This is an optimization exercise on Yosys and OpenROAD, whose aim is small area, a short achievable clock period and few clock cycles, not a production implementation. At most, simulation tests tie the RTL to the original design; equivalence was not proved. The RTL of runs 1 and 2 was laid out without a check of its function.

$ cat flow/design.v
package trialign_pkg;
  localparam int LEN_A_MAX  = 64;
  localparam int LEN_BC_MAX = 8;
  localparam int SYM_BITS     = 4;
  localparam int SCORE_BITS   = 12;
  localparam int A_ADDR_BITS  = 6;
  localparam int BC_ADDR_BITS = 3;
  localparam int LEN_A_BITS   = 7;
  localparam int LEN_BC_BITS  = 4;
  localparam int E_BITS = 6;
  localparam int E_BASE = 6;
  localparam int NCOL   = LEN_BC_MAX + 1;
endpackage
`timescale 1ns/1ns
import trialign_pkg::*;
module seq_fetch (
  input  logic                                  CLK,
  input  logic                                  load0_i,
  input  logic                                  load_i,
  input  logic [trialign_pkg::BC_ADDR_BITS-1:0] idx_i,
  input  logic [trialign_pkg::SYM_BITS-1:0]     b_sym_i,
  input  logic [trialign_pkg::SYM_BITS-1:0]     c_sym_i,
  input  logic                                  swap_i,
  output logic [trialign_pkg::LEN_BC_MAX*trialign_pkg::SYM_BITS-1:0] col_o,
  output logic [trialign_pkg::LEN_BC_MAX*trialign_pkg::SYM_BITS-1:0] row_o
);
  logic [SYM_BITS-1:0] b_regs [LEN_BC_MAX];
  logic [SYM_BITS-1:0] c_regs [LEN_BC_MAX];
  always_ff @(posedge CLK) begin
    if (load0_i) begin
      b_regs[0] <= b_sym_i;
      c_regs[0] <= c_sym_i;
    end
    if (load_i) begin
      b_regs[idx_i] <= b_sym_i;
      c_regs[idx_i] <= c_sym_i;
    end
  end
  always_comb begin
    for (int n = 0; n < LEN_BC_MAX; n++) begin
      col_o[n*SYM_BITS +: SYM_BITS] = swap_i ? b_regs[n] : c_regs[n];
      row_o[n*SYM_BITS +: SYM_BITS] = swap_i ? c_regs[n] : b_regs[n];
    end
  end
endmodule
`timescale 1ns/1ns
import trialign_pkg::*;
module plane_store (
  input  logic                                  CLK,
  input  logic                                  fp_i,      
  input  logic                                  fr_i,      
  input  logic                                  ar_i,      
  input  logic [trialign_pkg::NCOL-1:1]         ac_i,      
  input  logic [trialign_pkg::NCOL-1:1]         rc_i,      
  input  logic [2:0]                            lm1_i,     
  input  logic                                  fp_nx_i,
  input  logic [2:0]                            lm1_nx_i,
  input  logic                                  br_i,      
  input  logic [trialign_pkg::NCOL-1:1]         bc_i,      
  output logic [trialign_pkg::NCOL*trialign_pkg::E_BITS-1:0] a_out_o,   
  output logic [trialign_pkg::NCOL*trialign_pkg::E_BITS-1:0] b_out_o    
);
  typedef logic [E_BITS-1:0] e_t;
  localparam int NB = LEN_BC_MAX - 1;    
  logic             fp  [NCOL];
  logic             fr  [NCOL+1];
  logic             ar  [NCOL];
  logic [NCOL-1:1]  ac  [NCOL];
  logic [NCOL-1:1]  rc  [NCOL+1];
  logic [2:0]       lm1 [NCOL];
  logic             fp_q  [1:NCOL-1];
  logic             fr_q  [1:NCOL];
  logic             ar_q  [1:NCOL-1];
  logic [NCOL-1:1]  ac_q  [1:NCOL-1];
  logic [NCOL-1:1]  rc_q  [1:NCOL];
  logic [2:0]       lm1_q [1:NCOL-1];
  logic             br  [NCOL];
  logic [NCOL-1:1]  bc  [NCOL];
  logic             br_q  [1:NCOL-1];
  logic [NCOL-1:1]  bc_q  [1:NCOL-1];
  logic             fp_nx [NCOL];
  logic [2:0]       lm1_nx [NCOL];
  always_comb begin
    fp[0]  = fp_i;
    fr[0]  = fr_i;
    ar[0]  = ar_i;
    ac[0]  = ac_i;
    rc[0]  = rc_i;
    lm1[0] = lm1_i;
    br[0]  = br_i;
    bc[0]  = bc_i;
    fp_nx[0]  = fp_nx_i;
    lm1_nx[0] = lm1_nx_i;
    for (int k = 1; k < NCOL; k++) begin
      fp[k]  = fp_q[k];
      fr[k]  = fr_q[k];
      ar[k]  = ar_q[k];
      ac[k]  = ac_q[k];
      rc[k]  = rc_q[k];
      lm1[k] = lm1_q[k];
      br[k]  = br_q[k];
      bc[k]  = bc_q[k];
      fp_nx[k]  = fp[k-1];
      lm1_nx[k] = lm1[k-1];
    end
    fr[NCOL] = fr_q[NCOL];
    rc[NCOL] = rc_q[NCOL];
  end
  always_ff @(posedge CLK) begin
    for (int s = 1; s < NCOL; s++) begin
      fp_q[s]  <= fp[s-1];
      ar_q[s]  <= ar[s-1];
      ac_q[s]  <= ac[s-1];
      lm1_q[s] <= lm1[s-1];
      br_q[s]  <= br[s-1];
      bc_q[s]  <= bc[s-1];
    end
    for (int s = 1; s <= NCOL; s++) begin
      fr_q[s] <= fr[s-1];
      rc_q[s] <= rc[s-1];
    end
  end
  e_t da1 [NCOL];           
  e_t da2 [NCOL];           
  e_t db  [NCOL][1:NB];     
  e_t rl  [NCOL];           
  e_t rl1 [NCOL];           
  e_t c0a [NCOL];           
  e_t c0b [NCOL];           
  e_t ea  [NCOL];
  e_t eb  [NCOL];
  e_t pa  [NCOL];
  e_t tap [NCOL];
  e_t ea0, eb0;
  always_comb begin
    for (int k = 0; k < NCOL; k++) begin
      if (lm1[k] == 3'd0) pa[k] = fp[k] ? e_t'(0) : db[k][1];
      else                pa[k] = rl[k];
    end
  end
  always_comb begin
    e_t rw0, pp1;
    rw0 = fr[0] ? e_t'(0) : da1[0];
    pp1 = (fr[0] ? e_t'(0) : rl1[0]) + e_t'(1) + e_t'(ar[0]);
    if (fr[0]) ea0 = e_t'(E_BASE);
    else begin
      ea0 = (pa[0] > rw0) ? pa[0] : rw0;
      ea0 = (pp1 > ea0) ? pp1 : ea0;
    end
  end
  always_comb begin
    e_t rw0, pp1;
    rw0 = fr[1] ? e_t'(0) : db[0][1];
    pp1 = (fr[1] ? e_t'(0) : da2[0]) + e_t'(1) + e_t'(br[0]);
    if (fr[1]) eb0 = e_t'(E_BASE);
    else begin
      eb0 = (da1[0] > rw0) ? da1[0] : rw0;
      eb0 = (pp1 > eb0) ? pp1 : eb0;
    end
  end
  assign ea[0] = ea0;
  assign eb[0] = eb0;
  for (genvar k = 1; k < NCOL; k++) begin : g_col
    cell_score u_a (
      .c0_i    (c0a[k]),
      .pp_i    (fr[k] ? e_t'(0) : rl1[k]),
      .np_i    (rl1[k-1]),
      .nrw_i   (fr[k] ? e_t'(0) : da2[k-1]),
      .p_i     (pa[k]),
      .rw_i    (fr[k] ? e_t'(0) : da1[k]),
      .nl_i    (da1[k-1]),
      .eq_ar_i (ar[k]),
      .eq_ac_i (ac[k][k]),
      .eq_rc_i (rc[k][k]),
      .e_o     (ea[k])
    );
    cell_score u_b (
      .c0_i    (c0b[k]),
      .pp_i    (fr[k+1] ? e_t'(0) : da2[k]),
      .np_i    (da2[k-1]),
      .nrw_i   (fr[k+1] ? e_t'(0) : db[k-1][2]),
      .p_i     (da1[k]),
      .rw_i    (fr[k+1] ? e_t'(0) : db[k][1]),
      .nl_i    (db[k-1][1]),
      .eq_ar_i (br[k]),
      .eq_ac_i (bc[k][k]),
      .eq_rc_i (rc[k+1][k]),
      .e_o     (eb[k])
    );
  end
  always_comb begin
    for (int k = 0; k < NCOL; k++) begin
      case (lm1_nx[k])
        3'd1:    tap[k] = db[k][1];
        3'd2:    tap[k] = db[k][2];
        3'd3:    tap[k] = db[k][3];
        3'd4:    tap[k] = db[k][4];
        3'd5:    tap[k] = db[k][5];
        3'd6:    tap[k] = db[k][6];
        default: tap[k] = db[k][7];
      endcase
    end
  end
  always_ff @(posedge CLK) begin
    for (int k = 0; k < NCOL; k++) begin
      da1[k] <= ea[k];
      da2[k] <= da1[k];
      db[k][1] <= eb[k];
      for (int m = 2; m <= NB; m++) db[k][m] <= db[k][m-1];
      rl[k]  <= fp_nx[k] ? e_t'(0) : tap[k];
      rl1[k] <= pa[k];
    end
    for (int k = 1; k < NCOL; k++) begin
      c0a[k] <= (fr[k-1] ? e_t'(0) : rl1[k-1]) + e_t'(3) + e_t'(ar[k-1])
                + e_t'(ac[k-1][k]) + e_t'(rc[k-1][k]);
      c0b[k] <= (fr[k] ? e_t'(0) : da2[k-1]) + e_t'(3) + e_t'(br[k-1])
                + e_t'(bc[k-1][k]) + e_t'(rc[k][k]);
    end
  end
  always_comb begin
    for (int k = 0; k < NCOL; k++) begin
      a_out_o[k*E_BITS +: E_BITS] = da2[k];
      b_out_o[k*E_BITS +: E_BITS] = db[k][1];
    end
  end
endmodule
`timescale 1ns/1ns
import trialign_pkg::*;
module cell_score (
  input  logic [trialign_pkg::E_BITS-1:0] c0_i,    
  input  logic [trialign_pkg::E_BITS-1:0] pp_i,    
  input  logic [trialign_pkg::E_BITS-1:0] np_i,    
  input  logic [trialign_pkg::E_BITS-1:0] nrw_i,   
  input  logic [trialign_pkg::E_BITS-1:0] p_i,     
  input  logic [trialign_pkg::E_BITS-1:0] rw_i,    
  input  logic [trialign_pkg::E_BITS-1:0] nl_i,    
  input  logic                            eq_ar_i,
  input  logic                            eq_ac_i,
  input  logic                            eq_rc_i,
  output logic [trialign_pkg::E_BITS-1:0] e_o
);
  typedef logic [E_BITS-1:0] e_t;
  function automatic e_t emax(input e_t x, input e_t y);
    emax = (x > y) ? x : y;
  endfunction
  e_t c1, c2, c3;
  assign c1 = pp_i + e_t'(1) + e_t'(eq_ar_i);
  assign c2 = np_i + e_t'(1) + e_t'(eq_ac_i);
  assign c3 = nrw_i + e_t'(1) + e_t'(eq_rc_i);
  assign e_o = emax(emax(c1, c2), emax(c3, emax(emax(c0_i, p_i), emax(rw_i, nl_i))));
endmodule
`timescale 1ns/1ns
import trialign_pkg::*;
module trialign_top (
  input  logic                                       CLK,
  input  logic                                       rst,
  input  logic                                       start_i,
  input  logic [trialign_pkg::LEN_A_BITS-1:0]         len_a_i,
  input  logic [trialign_pkg::LEN_BC_BITS-1:0]        len_b_i,
  input  logic [trialign_pkg::LEN_BC_BITS-1:0]        len_c_i,
  input  logic [trialign_pkg::SYM_BITS-1:0]           a_sym_i,
  input  logic [trialign_pkg::SYM_BITS-1:0]           b_sym_i,
  input  logic [trialign_pkg::SYM_BITS-1:0]           c_sym_i,
  input  logic                                       score_ready_i,
  output logic [trialign_pkg::A_ADDR_BITS-1:0]        a_addr_o,
  output logic [trialign_pkg::BC_ADDR_BITS-1:0]       b_addr_o,
  output logic [trialign_pkg::BC_ADDR_BITS-1:0]       c_addr_o,
  output logic                                       busy_o,
  output logic signed [trialign_pkg::SCORE_BITS-1:0]  score_o,
  output logic                                       score_valid_o
);
  localparam int W = NCOL * E_BITS;
  typedef logic [E_BITS-1:0] e_t;
  localparam logic [1:0] S_IDLE = 2'd0;
  localparam logic [1:0] S_LOAD = 2'd1;
  localparam logic [1:0] S_RUN  = 2'd2;
  localparam logic [1:0] S_HOLD = 2'd3;
  logic [1:0]             state;
  logic [2:0]             ld_cnt;
  logic [LEN_A_BITS-1:0]  la_q;
  logic [LEN_BC_BITS-1:0] lb_q;
  logic [LEN_BC_BITS-1:0] lc_q;
  logic                   swap_q;
  logic [2:0]             lm1_q;       
  logic [LEN_BC_BITS-1:0] lcol_q;      
  logic [9:0]             k_q;         
  logic [LEN_A_BITS-1:0]  pa_q;        
  logic [LEN_BC_BITS-1:0] j_q;
  logic [A_ADDR_BITS-1:0] a_addr_q;
  logic                   first_plane;
  logic                   first_row;
  logic [SYM_BITS-1:0]    a_t1;        
  logic [SYM_BITS-1:0]    a_cur;       
  logic [SYM_BITS-1:0]    b_cur;       
  logic [SYM_BITS-1:0]    rs_q;        
  logic                   eq_ar_q;
  logic [NCOL-1:1]        eq_ac_q;
  logic [NCOL-1:1]        eq_rc_q;
  logic                   eq_br_q;
  logic [NCOL-1:1]        eq_bc_q;
  logic [15:0]            dn;          
  logic [LEN_BC_BITS-1:0] res_lcol;
  logic [9:0]             res_k;
  logic                   res_odd;     
  logic                   cap_pend;
  e_t                     res_e;
  logic                   pend;
  logic [LEN_BC_MAX*SYM_BITS-1:0] col_sym;
  logic [LEN_BC_MAX*SYM_BITS-1:0] row_sym;
  logic [W-1:0] a_out, b_out;
  logic         start_ok, loaded, row_end, job_end, issue, slot_free, cap, quiet;
  logic [SYM_BITS-1:0] rs_next;
  e_t           cap_e, fin;
  logic         fp_nx;
  assign start_ok  = start_i && !busy_o;
  assign loaded    = (lb_q <= {1'b0, ld_cnt} + 4'd1) && (lc_q <= {1'b0, ld_cnt} + 4'd1) &&
                     (!cap_pend || (la_q >= 7'd8));
  assign row_end   = (j_q[2:0] == lm1_q + 3'd1) && (j_q != '0);
  assign job_end   = row_end && (pa_q + 7'd1 >= la_q);
  assign issue     = (state == S_RUN) && job_end;
  assign slot_free = !score_valid_o || score_ready_i;
  assign quiet     = !score_valid_o && !pend;
  assign a_addr_o = a_addr_q;
  assign b_addr_o = ld_cnt;
  assign c_addr_o = ld_cnt;
  seq_fetch u_fetch (
    .CLK     (CLK),
    .load0_i (!busy_o),
    .load_i  (state == S_LOAD),
    .idx_i   (ld_cnt),
    .b_sym_i (b_sym_i),
    .c_sym_i (c_sym_i),
    .swap_i  (swap_q),
    .col_o   (col_sym),
    .row_o   (row_sym)
  );
  assign fp_nx = first_plane && !((state == S_RUN) && row_end);
  plane_store u_array (
    .CLK      (CLK),
    .fp_i     (first_plane),
    .fr_i     (first_row),
    .ar_i     (eq_ar_q),
    .ac_i     (eq_ac_q),
    .rc_i     (eq_rc_q),
    .lm1_i    (lm1_q),
    .fp_nx_i  (fp_nx),
    .lm1_nx_i (lm1_q),
    .br_i     (eq_br_q),
    .bc_i     (eq_bc_q),
    .a_out_o  (a_out),
    .b_out_o  (b_out)
  );
  assign rs_next = row_sym[j_q[2:0]*SYM_BITS +: SYM_BITS];
  always_ff @(posedge CLK) begin
    if (start_ok) begin
      la_q <= len_a_i;
      lb_q <= len_b_i;
      lc_q <= len_c_i;
    end
    if (state == S_LOAD) begin
      swap_q <= (lc_q < lb_q);
      lm1_q  <= (lc_q < lb_q) ? 3'(lc_q - 4'd1) : 3'(lb_q - 4'd1);
      lcol_q <= (lc_q < lb_q) ? lb_q : lc_q;
      k_q    <= 10'd18 + {1'b0, la_q, 2'b00} + {4'b0, lb_q, 2'b00} + {4'b0, lc_q, 2'b00};
      b_cur  <= a_sym_i;
    end
    rs_q    <= rs_next;
    eq_ar_q <= (a_cur == rs_next);
    eq_br_q <= (b_cur == rs_q);
    for (int k = 1; k < NCOL; k++) begin
      eq_rc_q[k] <= (rs_next == col_sym[(k-1)*SYM_BITS +: SYM_BITS]);
      eq_bc_q[k] <= (b_cur == col_sym[(k-1)*SYM_BITS +: SYM_BITS]);
    end
    if (start_ok) begin
      pa_q        <= '0;
      j_q         <= '0;
      a_addr_q    <= '0;
      first_plane <= 1'b1;
      first_row   <= 1'b1;
    end else if (state == S_LOAD) begin
      a_addr_q <= loaded ? A_ADDR_BITS'(1) : '0;
    end else if (state == S_RUN) begin
      if (j_q == '0) a_t1 <= a_sym_i;
      if (row_end) begin
        j_q         <= '0;
        first_row   <= 1'b1;
        pa_q        <= pa_q + 7'd2;
        a_addr_q    <= A_ADDR_BITS'(pa_q + 7'd3);
        first_plane <= 1'b0;
        a_cur       <= a_t1;
        b_cur       <= a_sym_i;
        for (int k = 1; k < NCOL; k++) begin
          eq_ac_q[k] <= (a_t1 == col_sym[(k-1)*SYM_BITS +: SYM_BITS]);
        end
      end else begin
        j_q       <= j_q + 1'b1;
        a_addr_q  <= A_ADDR_BITS'(pa_q + 7'd2);
        first_row <= 1'b0;
      end
    end
    if (issue) begin
      res_lcol <= lcol_q;
      res_k    <= k_q;
      res_odd  <= la_q[0];
    end
    if (cap) res_e <= cap_e;
    if ((cap || pend) && slot_free) begin
      score_o <= SCORE_BITS'(fin) + SCORE_BITS'({fin, 1'b0}) - SCORE_BITS'(res_k);
    end
  end
  assign cap   = dn[res_lcol + 4'd2];
  assign cap_e = res_odd ? b_out[res_lcol*E_BITS +: E_BITS] : a_out[res_lcol*E_BITS +: E_BITS];
  assign fin   = pend ? res_e : cap_e;
  always_ff @(posedge CLK or posedge rst) begin
    if (rst) begin
      state         <= S_IDLE;
      ld_cnt        <= '0;
      busy_o        <= 1'b0;
      score_valid_o <= 1'b0;
      pend          <= 1'b0;
      cap_pend      <= 1'b0;
      dn            <= '0;
    end else begin
      dn <= {dn[14:1], issue, 1'b0};
      if (issue) cap_pend <= 1'b1;
      else if (cap) cap_pend <= 1'b0;
      if ((cap || pend) && slot_free) begin
        score_valid_o <= 1'b1;
        pend          <= 1'b0;
      end else begin
        if (score_ready_i) score_valid_o <= 1'b0;
        if (cap) pend <= 1'b1;
      end
      case (state)
        S_LOAD: begin
          if (loaded) begin
            state  <= S_RUN;
            ld_cnt <= '0;
          end else if (ld_cnt != 3'd7) begin
            ld_cnt <= ld_cnt + 1'b1;
          end
        end
        S_RUN: begin
          if (job_end) begin
            if (quiet) begin
              state  <= S_IDLE;
              busy_o <= 1'b0;
            end else begin
              state <= S_HOLD;
            end
          end
        end
        S_HOLD: begin
          if (quiet) begin
            state  <= S_IDLE;
            busy_o <= 1'b0;
          end
        end
        default: ;
      endcase
      if (start_ok) begin
        state  <= S_LOAD;
        busy_o <= 1'b1;
        ld_cnt <= 3'd1;
      end
    end
  end
endmodule
$ cat flow/config.mk
export PLATFORM = sky130hd
export DESIGN_NAME = trialign_top
export DESIGN_NICKNAME = trialign_top
export VERILOG_FILES = /design/flow/design.v
export SDC_FILE = /design/flow/constraint.sdc
export NUM_CORES = 4
export LEC_CHECK = 0
export CAP_MARGIN = 40
export CORE_MARGIN = 2
export CORE_UTILIZATION = 30
export PLACE_DENSITY = 0.4
export SLEW_MARGIN = 40
$ cat flow/constraint.sdc
create_clock -name core_clock -period 24.0 [get_ports {CLK}]
set_input_delay 4.8000 -clock core_clock [delete_from_list [all_inputs] [get_ports {CLK}]]
set_output_delay 4.8000 -clock core_clock [all_outputs]
set_load 0.01 [all_outputs]
$ cat flow/run.sh
#!/bin/bash
# synth_recipe.tcl (not shown) runs the flow's synth.tcl, then flattens the netlist and writes it again
# the make line also repeats each setting of config.mk as NAME=value (left out here)
make -C /OpenROAD-flow-scripts/flow DESIGN_CONFIG=/design/flow/config.mk WORK_HOME=/design/flow/orfs CLKGATE_MAP_FILE= SYNTH_SCRIPT=/design/flow/synth_recipe.tcl finish
==> summary.txt, run 1 <==
Global routing
  – Number of global-route vias before repair: 47100
  – Initial antenna violation count: 10
  – Total gr overflow: 0
  – Largest net degree at the start of global routing: 49
  – First-pass GRT wire length: 298000 microns
  – Gr usage total: 18.0%

Final layout
  – Fill cells: 21500
  – Area growth syn-to-layout: 13.5%
  – Footprint of the multi-input gates: 37200 sq um
  – Nets: 7522
  – Post-layout instance area: 71900 sq um
  – Share of cells above drive strength 1: 8.40%
  – Storage element area: 23000 sq um

Min path
  – Worst hold path depth: 0
  – Worst Hold Class: flop to flop

Setup path
  – Slowest CP cell: or3_1
  – CP Class: flop to flop
  – R2r setup slk: 14.66 ns
  – CP arrival: 10.01 ns
  – R2R cell count: 32
  – Critical Path RT: 24.67 ns
  – Setup crit start kind: flop
  – Max stage delay on crit path: 0.70 ns
  – CP max FO: 18
  – CP Capture Type: flop

STA
  – Endpoints failing setup: 0
  – Least-Margin Pin Slew: 0.895 ns
  – Clock skew: 0.0494 ns
  – Final period utilization: 38.9%
  – RSZ-0062 raised after global routing: no
  – Post-layout worst setup margin: 14.66 ns
  – Final setup TNS: 0 ns
  – Slew Limit Headroom: 40.0%
  – Max Fclk: 107 MHz
  – Max-slew violations: 0
  – Endpoints failing hold: 0
  – Fin crit period: 9.34 ns

Clock network
  – CTS tree: done
  – Post-CTS Setup Inserts: 0
  – Clock Tree Root: clkbuf_16
  – CTS Buf Count: 135
  – Clock insertion delay at the later pin of the skew report: 0.78 ns
  – H-Tree Depth: 4
  – Cts hold-fix bufs: 0
  – Cts repair resizes: 0
  – Clk slew on worst S/H paths: 0.06 ns
  – Clock Sinks: 1072
  – CTS Buffer Depth: 3

Place
  – HPWL after DPL: 156000 microns
  – DP Area: 67100 sq um
  – PortBufs: 56
  – GP Congestion: 0.840
  – Post-place setup slack: 14.40 ns

Synthesis
  – Sequential area share after synthesis: 36.3%
  – Yosys Warn Count: 62
  – Proportion of netlist area held by the largest area contributor: 28.7%
  – Synth top area cells: dfxtp_1, ha_1, edfxtp_1
  – Post-synth top area cell: dfxtp_1
  – Yosys reg bits: 1072
  – Distinct cell type count after synthesis: 100
  – Post-synth EDFFs: 141
  – Post-Syn Area: 63300 sq um
  – Gate Count Post-Synth: 6630
  – Predominant post-synthesis flop cell: dfxtp_1
  – Mapped Avg Cell Area: 9.55 sq um
  – Post-synth ARST share: 2.24%
  – Syn Nets: 7475

Detailed routing
  – Initial detailed-routing violation count: 2545
  – Wire per inst: 20.5 microns
  – DRC: 0
  – Remaining antenna violation count: 0
  – TritonRoute pass-1 iters: 6
  – Avg Vias per Cell: 4.87
  – Total Wirelength: 196000 microns
  – DR vias: 46700

Floorplanning
  – Initial Util: 30.2%
  – Total die area: 215000 sq um
  – Die Ht: 463 microns
  – Site Rows: 168
  – IO Count: 57
  – Core box area: 210000 sq um
  – Die Wd: 463 microns

Job
  – Max-Cap Viols: 0

Status
  – Status: timing/DRC/antenna clean
synthesized netlist by cell type (26+ instances only):
master and n:
dfxtp_1 907, ha_1 772, inv_1 687, nor2_1 457
mux2i_1 355, nand2_1 329, a21oi_1 326, xnor2_1 257
nor2b_1 244, o21ai_0 242, xor2_1 171, nand3_1 155
nand2b_1 154, clkbuf_1 147, mux2_2 144, edfxtp_1 141
o21a_1 139, o22ai_1 60, a21o_1 58, nand4_1 57
mux4_2 55, a31oi_1 53, nor3_1 52, o31ai_1 46
fa_1 42, a221oi_1 39, buf_1 36, nor4_1 36
and3_1 35, or3_1 29, a22oi_1 26
final timing paths:
kind | start | endpoint
max | u_array.lm1_q[7][1] | u_array.da1[7][1]
max in group asynchronous | rst | dn[2]
min in group asynchronous | rst | state[0]
min | u_array.ac_q[2][4] | u_array.ac_q[3][4]
min reg2reg | u_array.ac_q[2][4] | u_array.ac_q[3][4]
max reg2reg | u_array.lm1_q[7][1] | u_array.da1[7][1]
cells by family (layout without fill, tap and decap cells):
group / Yosys count / count (layout) / share of synthesized area (%)
xor gates and xnor gates: 428 / 428 / 5.92
adders and majority gates: 816 / 816 / 16.6
AOI/OAI and AO/OA: 1223 / 1223 / 12.6
and+or+nand+nor: 1643 / 1643 / 13.0
muxes: 559 / 559 / 10.2
other: 0 / 3 / 0
DFF: 1072 / 1072 / 36.3
buffers and inverters: 889 / 1042 / 5.34
layout make-up:
type	instances	share of cell area, %
diodes	3	0.0104
clock buffers	174	5.23
clock inverters	69	1.19
inverters	688	3.59
multi-input cells	4669	51.8
flip-flops and latches	1072	32.0
well taps	2805	4.88
repair buffers	111	1.34
stage by stage:
| step | util, % | cells | hold slack, ns |
|---|---|---|---|
| global route | 34.3 | 9590 | 0.300 |
| detailed placement | 32.0 | 9338 | 0.312 |
| global placement | 31.9 | 9337 | 0.312 |
| floorplan | - | 6630 | 0.310 |
| CTS | 34.2 | 9581 | 0.292 |
| finish | 34.3 | 9591 | 0.296 |
registers in the layout, indices dropped and copies added, names as in the netlist, 24 cells and up:
name / cells
u_array.da1: 54
u_fetch.b_regs: 32
u_array.rl1: 54
u_array.lm1_q: 24
u_array.ac_q: 36
u_array.bc_q: 36
u_array.db: 378
u_array.rl: 54
u_array.c0a: 48
u_fetch.c_regs: 32
u_array.rc_q: 44
u_array.c0b: 48
u_array.da2: 54
worst max-delay path: cells and delay by family (launching register included):
kind                       cells  cell delay (ns)
and+or+nand+nor                9             2.47
buffers and inverters          4             0.77
adders and majority gates      4             1.28
DFF                            1             0.50
AOI/OAI and AO/OA             13             3.75
muxes                          2             0.47
layer usage:
metal	wire (microns)	share of wire, %	global-route usage (%)
met1	95900	49	24.8
met2	91500	47	30.1
met5	0	0	0
met3	5100	2.6	2.10
met4	3800	1.9	4.00
cells in the final DEF, fill, tap and decap left out, drive strengths merged, types with 53 or more instances in the layout:
cell type / synthesis / final
o22ai: 60 / 60
a21oi: 326 / 326
nor3: 57 / 57
mux2i: 356 / 356
o21a: 139 / 139
ha: 772 / 772
mux4: 55 / 55
a31oi: 53 / 53
nand3: 155 / 155
inv: 687 / 692
clkdlybuf4s50: 0 / 56
nand4: 57 / 57
mux2: 148 / 148
nand2b: 154 / 154
nor2b: 244 / 244
clkbuf: 147 / 179
nand2: 329 / 329
nor2: 458 / 458
o21ai: 247 / 247
xnor2: 257 / 257
a21o: 58 / 58
edfxtp: 141 / 141
dfxtp: 907 / 907
xor2: 171 / 171
==> run 2: changes to the inputs <==
--- a/flow/design.v
+++ b/flow/design.v
@@ -55,2 +55,3 @@
   input  logic [2:0]                            lm1_i,     
+  input  logic                                  l2_i,      
   input  logic                                  fp_nx_i,
@@ -70,2 +71,4 @@
   logic [2:0]       lm1 [NCOL];
+  logic             l2  [NCOL];
+  logic             l2_q  [1:NCOL-1];
   logic             fp_q  [1:NCOL-1];
@@ -89,2 +92,3 @@
     lm1[0] = lm1_i;
+    l2[0]  = l2_i;
     br[0]  = br_i;
@@ -100,2 +104,3 @@
       lm1[k] = lm1_q[k];
+      l2[k]  = l2_q[k];
       br[k]  = br_q[k];
@@ -114,2 +119,3 @@
       lm1_q[s] <= lm1[s-1];
+      l2_q[s]  <= l2[s-1];
       br_q[s]  <= br[s-1];
@@ -136,3 +142,3 @@
     for (int k = 0; k < NCOL; k++) begin
-      if (lm1[k] == 3'd0) pa[k] = fp[k] ? e_t'(0) : db[k][1];
+      if (l2[k]) pa[k] = fp[k] ? e_t'(0) : db[k][1];
       else                pa[k] = rl[k];
@@ -140,22 +146,17 @@
   end
-  always_comb begin
-    e_t rw0, pp1;
-    rw0 = fr[0] ? e_t'(0) : da1[0];
-    pp1 = (fr[0] ? e_t'(0) : rl1[0]) + e_t'(1) + e_t'(ar[0]);
-    if (fr[0]) ea0 = e_t'(E_BASE);
-    else begin
-      ea0 = (pa[0] > rw0) ? pa[0] : rw0;
-      ea0 = (pp1 > ea0) ? pp1 : ea0;
-    end
-  end
-  always_comb begin
-    e_t rw0, pp1;
-    rw0 = fr[1] ? e_t'(0) : db[0][1];
-    pp1 = (fr[1] ? e_t'(0) : da2[0]) + e_t'(1) + e_t'(br[0]);
-    if (fr[1]) eb0 = e_t'(E_BASE);
-    else begin
-      eb0 = (da1[0] > rw0) ? da1[0] : rw0;
-      eb0 = (pp1 > eb0) ? pp1 : eb0;
-    end
-  end
+  function automatic logic egt(input e_t x, input e_t y);
+    logic g;
+    g = 1'b0;
+    for (int b = 0; b < E_BITS; b++) g = (x[b] & ~y[b]) | (~(x[b] ^ y[b]) & g);
+    egt = g;
+  endfunction
+  function automatic e_t col0(input logic first, input e_t p, input e_t rw,
+                              input e_t pp, input logic eq);
+    e_t c1, m;
+    c1 = pp + e_t'(1) + e_t'(eq);
+    m  = egt(p, rw) ? p : rw;
+    col0 = first ? e_t'(E_BASE) : (egt(c1, m) ? c1 : m);
+  endfunction
+  assign ea0 = col0(fr[0], pa[0], fr[0] ? e_t'(0) : da1[0], fr[0] ? e_t'(0) : rl1[0], ar[0]);
+  assign eb0 = col0(fr[1], da1[0], fr[1] ? e_t'(0) : db[0][1], fr[1] ? e_t'(0) : da2[0], br[0]);
   assign ea[0] = ea0;
@@ -242,10 +243,47 @@
   typedef logic [E_BITS-1:0] e_t;
+  function automatic logic egt(input e_t x, input e_t y);
+    logic g;
+    g = 1'b0;
+    for (int b = 0; b < E_BITS; b++) g = (x[b] & ~y[b]) | (~(x[b] ^ y[b]) & g);
+    egt = g;
+  endfunction
   function automatic e_t emax(input e_t x, input e_t y);
-    emax = (x > y) ? x : y;
+    emax = egt(x, y) ? x : y;
+  endfunction
+  function automatic e_t inc12(input e_t x, input logic e);
+    e_t r;
+    logic c;
+    c = ~e;
+    r[0] = x[0] ^ c;
+    c = e | (x[0] & c);
+    for (int b = 1; b < E_BITS; b++) begin
+      r[b] = x[b] ^ c;
+      c = x[b] & c;
+    end
+    inc12 = r;
   endfunction
   e_t c1, c2, c3;
-  assign c1 = pp_i + e_t'(1) + e_t'(eq_ar_i);
-  assign c2 = np_i + e_t'(1) + e_t'(eq_ac_i);
-  assign c3 = nrw_i + e_t'(1) + e_t'(eq_rc_i);
-  assign e_o = emax(emax(c1, c2), emax(c3, emax(emax(c0_i, p_i), emax(rw_i, nl_i))));
+  assign c1 = inc12(pp_i, eq_ar_i);
+  assign c2 = inc12(np_i, eq_ac_i);
+  assign c3 = inc12(nrw_i, eq_rc_i);
+  function automatic e_t amax3(input e_t x0, input e_t x1, input e_t x2);
+    logic g01, g02, g12;
+    g01 = egt(x0, x1);
+    g02 = egt(x0, x2);
+    g12 = egt(x1, x2);
+    amax3 = ((g01 & g02) ? x0 : e_t'(0)) | ((~g01 & g12) ? x1 : e_t'(0)) |
+            ((~g02 & ~g12) ? x2 : e_t'(0));
+  endfunction
+  function automatic e_t amax4(input e_t x0, input e_t x1, input e_t x2, input e_t x3);
+    logic g01, g02, g03, g12, g13, g23;
+    g01 = egt(x0, x1);
+    g02 = egt(x0, x2);
+    g03 = egt(x0, x3);
+    g12 = egt(x1, x2);
+    g13 = egt(x1, x3);
+    g23 = egt(x2, x3);
+    amax4 = ((g01 & g02 & g03) ? x0 : e_t'(0)) | ((~g01 & g12 & g13) ? x1 : e_t'(0)) |
+            ((~g02 & ~g12 & g23) ? x2 : e_t'(0)) | ((~g03 & ~g13 & ~g23) ? x3 : e_t'(0));
+  endfunction
+  assign e_o = emax(amax3(p_i, rw_i, nl_i), amax4(c0_i, c1, c2, c3));
 endmodule
@@ -284,2 +322,3 @@
   logic [2:0]             lm1_q;       
+  logic                   l2_q;        
   logic [LEN_BC_BITS-1:0] lcol_q;      
@@ -345,2 +384,3 @@
     .lm1_i    (lm1_q),
+    .l2_i     (l2_q),
     .fp_nx_i  (fp_nx),
@@ -362,2 +402,3 @@
       lm1_q  <= (lc_q < lb_q) ? 3'(lc_q - 4'd1) : 3'(lb_q - 4'd1);
+      l2_q   <= (lc_q < lb_q) ? (lc_q == 4'd1) : (lb_q == 4'd1);
       lcol_q <= (lc_q < lb_q) ? lb_q : lc_q;
==> summary.txt, run 2 <==
Setup path
  – Worst path bufs/invs: 1 (was 4)
  – CP Class: flop to output port (was flop to flop)
  – CP cell instances: clkdlybuf4s50_1
  – Setup crit start kind: flop (unchanged)
  – CP Capture Type: output port (was flop)
  – CP top delay family: buffers and inverters (was compound AO/OA/AOI/OAI gates)
  – Slowest CP cell: clkdlybuf4s50_1 (was or3_1)
  – CP max FO: 9 (was 18)
  – Max stage delay on crit path: 0.63 ns (was 0.70 ns)
  – CP arrival: 2.04 ns (was 10.01 ns)
  – Critical Path RT: 19.20 ns (was 24.67 ns)

Synthesis
  – Post-synth ARST share: 2.23% (was 2.24%)
  – Yosys reg bits: 1078 (was 1072)
  – Synth cell count leaders: ha_1, dfxtp_1, inv_1 (was dfxtp_1, ha_1, inv_1)
  – Post-Syn Area: 65800 sq um (was 63300 sq um)
  – Sequential area share after synthesis: 35.1% (was 36.3%)
  – Yosys Warn Count: 66 (was 62)
  – Mapped Avg Cell Area: 9.72 sq um (was 9.55 sq um)
  – Post-synth top area cell: dfxtp_1 (unchanged)
  – Synth top area cells: dfxtp_1, ha_1, edfxtp_1 (unchanged)
  – Post-synth EDFFs: 142 (was 141)
  – Gate Count Post-Synth: 6769 (was 6630)
  – Proportion of netlist area held by the largest area contributor: 27.7% (was 28.7%)
  – Distinct cell type count after synthesis: 115 (was 100)
  – Syn Nets: 7974 (was 7475)
  – Predominant post-synthesis flop cell: dfxtp_1 (unchanged)
  – Most common cell in the synthesized netlist: ha_1 (was dfxtp_1)

STA
  – Fin crit period: 6.84 ns (was 9.34 ns)
  – Least-Margin Pin Slew: 0.891 ns (was 0.895 ns)
  – RSZ-0062 raised after global routing: no (unchanged)
  – Final setup TNS: 0 ns (unchanged)
  – Max-slew violations: 0 (unchanged)
  – Clock skew: 0.0306 ns (was 0.0494 ns)
  – Endpoints failing setup: 0 (unchanged)
  – Slew Limit Headroom: 40.0% (about the same)
  – Endpoints failing hold: 0 (unchanged)
  – Max Fclk: 146 MHz (was 107 MHz)
  – Final period utilization: 28.5% (was 38.9%)

Detailed routing
  – TritonRoute pass-1 iters: 10 (was 6)
  – Avg Vias per Cell: 5.03 (was 4.87)
  – Wire per inst: 21.6 microns (was 20.5 microns)
  – DRC: 0 (unchanged)
  – Total Wirelength: 212000 microns (was 196000 microns)
  – Remaining antenna violation count: 0 (unchanged)
  – Initial detailed-routing violation count: 2807 (was 2545)
  – DR vias: 49400 (was 46700)

Final layout
  – Most common cell after layout, fill and taps aside: ha_1 (was dfxtp_1)
  – Max reg flops: 378 (unchanged)
  – Area growth syn-to-layout: 12.9% (was 13.5%)
  – Most flop-heavy register: u_array.db (unchanged)
  – Commonest cells after routing, fill and taps aside: ha_1, dfxtp_1, inv_1 (was dfxtp_1, ha_1, inv_1)
  – Nets: 8048 (was 7522)
  – Share of cells above drive strength 1: 6.51% (was 8.40%)

Status
  – Status: timing/DRC/antenna clean (unchanged)

Global routing
  – Largest net degree at the start of global routing: 49 (unchanged)
  – Gr usage total: 18.8% (was 18.0%)
  – First-pass GRT wire length: 321000 microns (was 298000 microns)
  – Initial antenna violation count: 7 (was 10)
  – Total gr overflow: 0 (unchanged)
  – Number of global-route vias before repair: 50100 (was 47100)

Clock network
  – Cts hold-fix bufs: 0 (unchanged)
  – CTS Buffer Depth: 3 (unchanged)
  – Post-CTS Setup Inserts: 0 (unchanged)
  – H-Tree Depth: 4 (unchanged)
  – CTS Buf Count: 133 (was 135)
  – Cts repair resizes: 0 (unchanged)
  – Clock insertion delay at the later pin of the skew report: 0.80 ns (was 0.78 ns)
  – Clock Tree Root: clkbuf_16 (unchanged)
  – CTS tree: done (unchanged)
  – Clk slew on worst S/H paths: 0.06 ns (about the same)
  – Clock Sinks: 1078 (was 1072)

Floorplanning
  – Die Ht: 472 microns (was 463 microns)
  – Site Rows: 171 (was 168)
  – Initial Util: 30.2% (about the same)
  – Core box area: 218000 sq um (was 210000 sq um)
  – Total die area: 223000 sq um (was 215000 sq um)
  – Die Wd: 472 microns (was 463 microns)
  – IO Count: 57 (unchanged)

Min path
  – Worst Hold Class: flop to flop (unchanged)

Place
  – GP Congestion: 0.862 (was 0.840)
  – HPWL after DPL: 166000 microns (was 156000 microns)
  – PortBufs: 56 (unchanged)

Job
  – Max-Cap Viols: 0 (unchanged)
## run 2: cell count changes in the layout (fill, tap and decap cells not counted), sizes merged, moves of 81 or more
cell / before / now
xnor2: 257 / 176
mux2i: 356 / 108
xor2: 171 / 59
o21a: 139 / 52
inv: 692 / 861
nor2: 458 / 342
ha: 772 / 1133
## run 2: final timing paths
check                                   start            endpoint  slack, ns  cells past startpoint
setup / recovery                    ld_cnt[0]         c_addr_o[0]      17.16                      1
setup reg to reg              u_array.fr_q[3]   u_array.da1[3][3]      17.75                     23
max in group asynchronous                 rst                pend      19.16                      2
min in group asynchronous                 rst           ld_cnt[1]       4.41                      2
hold reg to reg            u_array.bc_q[4][8]  u_array.bc_q[5][8]       0.32                      0
hold / removal             u_array.bc_q[4][8]  u_array.bc_q[5][8]       0.32                      0
## run 2: metrics by stage
stage	util (%)	area (sq um)	hold WS [ns]	std cells	setup slack (ns)
finish	34.1	74300	0.315	9806	17.16
global route	34.1	74300	0.325	9804	17.03
CTS	34.1	74300	0.315	9802	17.03
detailed placement	32.0	69700	0.312	9562	16.94
global placement	32.0	69600	0.310	9562	16.71
floorplan	-	65800	0.310	6769	17.50
## run 2: metal layers
layer	routed length (microns)	GRT usage (%)	part of all wire [%]
met5	13	0	0.0061
met4	4900	4.88	2.3
met3	6810	2.26	3.2
met2	102000	32.5	48
met1	98100	24.7	46
## run 2: cell families after synthesis
| group | count (synthesis) | share of synthesized area [%] |
|---|---|---|
| AO/OA/AOI/OAI | 1417 | 15.0 |
| XOR/XNOR | 236 | 3.16 |
| adder cells (fa/ha/maj) | 1184 | 22.9 |
| buffers and inverters | 1012 | 5.85 |
| flip-flops | 1078 | 35.1 |
| multiplexers | 245 | 5.00 |
| AND/OR/NAND/NOR | 1597 | 12.9 |
## run 2: area by class of cell
class / instances / area (sq um)
inverters: 854 / 3210
repair buffers: 97 / 872
clock buffers: 174 / 3690
diodes: 4 / 10.0
fillers: 22200 / 143000
multi-input cells: 4679 / 38900
clock inverters: 66 / 858
well taps: 2854 / 3570
flip-flops and latches: 1078 / 23100
==> run 3: changes to the inputs <==
--- a/flow/design.v
+++ b/flow/design.v
@@ -149,3 +149,3 @@
     g = 1'b0;
-    for (int b = 0; b < E_BITS; b++) g = (x[b] & ~y[b]) | (~(x[b] ^ y[b]) & g);
+    for (int b = 0; b < E_BITS; b++) g = (x[b] & ~y[b]) | ((x[b] | ~y[b]) & g);
     egt = g;
@@ -246,3 +246,3 @@
     g = 1'b0;
-    for (int b = 0; b < E_BITS; b++) g = (x[b] & ~y[b]) | (~(x[b] ^ y[b]) & g);
+    for (int b = 0; b < E_BITS; b++) g = (x[b] & ~y[b]) | ((x[b] | ~y[b]) & g);
     egt = g;
==> summary.txt, run 3 <==
Clock network
  – Clock Sinks: 1078 (unchanged)
  – Clock insertion delay at the later pin of the skew report: 0.80 ns (about the same)
  – Post-CTS Setup Inserts: 0 (unchanged)
  – H-Tree Depth: 4 (unchanged)
  – Clock Tree Root: clkbuf_16 (unchanged)
  – Cts hold-fix bufs: 0 (unchanged)
  – CTS Buf Count: 136 (was 133)
  – Clk slew on worst S/H paths: 0.06 ns (about the same)
  – CTS tree: done (unchanged)
  – CTS Buffer Depth: 3 (unchanged)
  – Cts repair resizes: 0 (unchanged)

Final layout
  – Fin cells: 9777 (was 9806)
  – Nets: 7302 (was 8048)
  – Max reg flops: 378 (unchanged)
  – Most common cell after layout, fill and taps aside: dfxtp_1 (was ha_1)
  – Area growth syn-to-layout: 13.0% (was 12.9%)
  – Final core utilization: 34.2% (was 34.1%)
  – Commonest cells after routing, fill and taps aside: dfxtp_1, inv_1, nand2_1 (was ha_1, dfxtp_1, inv_1)
  – Most flop-heavy register: u_array.db (unchanged)
  – Share of cells above drive strength 1: 7.35% (was 6.51%)

Setup path
  – CP top delay family: buffers and inverters (unchanged)
  – Critical Path RT: 19.20 ns (about the same)
  – Setup crit start kind: flop (unchanged)
  – CP Class: flop to output port (unchanged)
  – Max stage delay on crit path: 0.65 ns (was 0.63 ns)
  – Worst r2r dst: u_array.da1[6][3] (was u_array.da1[3][3])
  – Slowest CP cell: clkdlybuf4s50_1 (unchanged)
  – Worst path bufs/invs: 1 (unchanged)
  – CP cell instances: clkdlybuf4s50_1 (unchanged)
  – CP max FO: 10 (was 9)
  – CP arrival: 2.05 ns (was 2.04 ns)
  – R2R cell count: 21 (was 23)
  – Reg2reg start: u_array.fr_q[6] (was u_array.fr_q[3])
  – CP Capture Type: output port (unchanged)
  – R2r setup slk: 17.67 ns (was 17.75 ns)

STA
  – Fin crit period: 6.84 ns (about the same)
  – Final setup TNS: 0 ns (unchanged)
  – Fin Hold WS: 0.315 ns (about the same)
  – Slew Limit Headroom: 37.6% (was 40.0%)
  – Max-slew violations: 0 (unchanged)
  – Endpoints failing setup: 0 (unchanged)
  – Max Fclk: 146 MHz (about the same)
  – Clock skew: 0.0247 ns (was 0.0306 ns)
  – Least-Margin Pin Slew: 0.931 ns (was 0.891 ns)
  – Final period utilization: 28.5% (about the same)
  – Post-layout worst setup margin: 17.16 ns (about the same)
  – Endpoints failing hold: 0 (unchanged)
  – RSZ-0062 raised after global routing: no (unchanged)

Synthesis
  – Yosys reg bits: 1078 (unchanged)
  – Synth cell count leaders: dfxtp_1, inv_1, nand2_1 (was ha_1, dfxtp_1, inv_1)
  – Distinct cell type count after synthesis: 114 (was 115)
  – Syn Nets: 7318 (was 7974)
  – Post-synth top area cell: dfxtp_1 (unchanged)
  – Gate Count Post-Synth: 6893 (was 6769)
  – Synth top area cells: dfxtp_1, ha_1, edfxtp_1 (unchanged)
  – Sequential area share after synthesis: 36.9% (was 35.1%)
  – Yosys Warn Count: 66 (unchanged)
  – Proportion of netlist area held by the largest area contributor: 29.1% (was 27.7%)
  – Post-Syn Area: 62700 sq um (was 65800 sq um)
  – Mapped Avg Cell Area: 9.10 sq um (was 9.72 sq um)
  – Post-synth ARST share: 2.23% (unchanged)
  – Post-synth EDFFs: 142 (unchanged)
  – Most common cell in the synthesized netlist: dfxtp_1 (was ha_1)
  – Predominant post-synthesis flop cell: dfxtp_1 (unchanged)

Detailed routing
  – Avg Vias per Cell: 5.30 (was 5.03)
  – Wire per inst: 21.7 microns (was 21.6 microns)
  – Initial detailed-routing violation count: 3809 (was 2807)
  – DR vias: 51800 (was 49400)
  – DRC: 0 (unchanged)
  – Remaining antenna violation count: 0 (unchanged)
  – Total Wirelength: 212000 microns (about the same)
  – TritonRoute pass-1 iters: 7 (was 10)

Min path
  – Worst Hold Class: flop to flop (unchanged)
  – Worst hold start: u_array.bc_q[2][5] (was u_array.bc_q[4][8])
  – Worst hold path depth: 0 (unchanged)
  – Hold Path End: u_array.bc_q[3][5] (was u_array.bc_q[5][8])

Floorplanning
  – Core box area: 207000 sq um (was 218000 sq um)
  – Initial Util: 30.2% (about the same)
  – Total die area: 213000 sq um (was 223000 sq um)
  – Die Ht: 461 microns (was 472 microns)
  – Die Wd: 461 microns (was 472 microns)
  – Site Rows: 167 (was 171)
  – IO Count: 57 (unchanged)

Global routing
  – Number of global-route vias before repair: 50600 (was 50100)
  – Total gr overflow: 0 (unchanged)
  – Largest net degree at the start of global routing: 50 (was 49)
  – Initial antenna violation count: 12 (was 7)
  – First-pass GRT wire length: 322000 microns (was 321000 microns)
  – Gr usage total: 19.6% (was 18.8%)

Status
  – Status: timing/DRC/antenna clean (unchanged)

Place
  – HPWL after DPL: 160000 microns (was 166000 microns)
  – DP Cell Count: 9525 (was 9562)
  – PortBufs: 56 (unchanged)
  – GP Congestion: 0.861 (was 0.862)
  – Post-place setup slack: 17.17 ns (was 16.94 ns)

Job
  – Max-Cap Viols: 0 (unchanged)
run 3: layout make-up:
| class | instances | area (sq um) |
|---|---|---|
| well taps | 2788 | 3490 |
| repair buffers | 105 | 935 |
| flip-flops and latches | 1078 | 23100 |
| diodes | 12 | 30.0 |
| clock buffers | 179 | 3810 |
| fillers | 21300 | 137000 |
| multi-input cells | 4905 | 36200 |
| inverters | 651 | 2440 |
| clock inverters | 59 | 831 |
run 3: worst max path at each step:
stage / from / end / cells past startpoint
finish: ld_cnt[2] / b_addr_o[2] / 1
CTS: ld_cnt[2] / b_addr_o[2] / 1
global placement: start_i / eq_ac_q[5] / 4
detailed placement: start_i / a_t1[1] / 5
floorplan: start_i / a_cur[0] / 4
global route: ld_cnt[2] / b_addr_o[2] / 1
run 3: cell families after synthesis:
group           count (synthesis)  synth area share, %
simple gates                 2015                 16.4
compound gates               1755                 20.3
flops                        1078                 36.9
buf+inv                       910                 5.54
fa+ha+maj                     601                 11.7
xor+xnor                      281                 3.92
mux                           253                 5.27
run 3: metrics by stage:
| step | instance area [sq um] |
|---|---|
| floorplan | 62700 |
| global placement | 66100 |
| detailed placement | 66200 |
| CTS | 70800 |
| global route | 70900 |
| finish | 70900 |
run 3: per-layer routing:
metal  global-route usage, %  share of wire (%)  vias to the layer above
met2                    30.9                 45                     1173
met5                       0                  0                        -
li1                        -                  -                    25100
met4                    5.76                2.5                        0
met1                    27.9                 49                    25300
met3                    2.29                4.0                      250
Testbench counts of run 3, summed over its fixed seeds: cycles 14,659.

afterwards: timing with drivers on the ports:
How much do the figures lean on ideal ports? The routed layouts below were timed once more, with nothing changed but the port constraints. Step 1: set_driving_cell puts a clkbuf_16 on CLK and a buf_2 on each other input, an assumption about the parent block. Step 2, shift: input delay + t, output delay - t, t = (earliest + latest rising clock arrival at the registers) / 2. This alone moves slack from input paths to output paths. Three values: ideal ports, drivers, drivers and shift; two values: the first two.
| run | shift t [ns] | setup WS [ns] | slew at the worst register clock pin (ns) | worst slew at a driven data input, ns |
|---|---|---|---|---|
| run 1 | 0.844 | 14.657 / 14.657 / 14.657 | 0.06 / 0.06 | 0.05 |
| run 2 | 0.871 | 17.157 / 17.067 / 16.948 | 0.07 / 0.07 | 0.10 |
| run 3 | 0.872 | 17.155 / 17.070 / 17.215 | 0.07 / 0.07 | 0.07 |
After both steps every run listed still meets setup and hold. The setup slack of run 2, which loses most, moves by -0.090 ns with the drivers and by -0.209 ns with both steps.
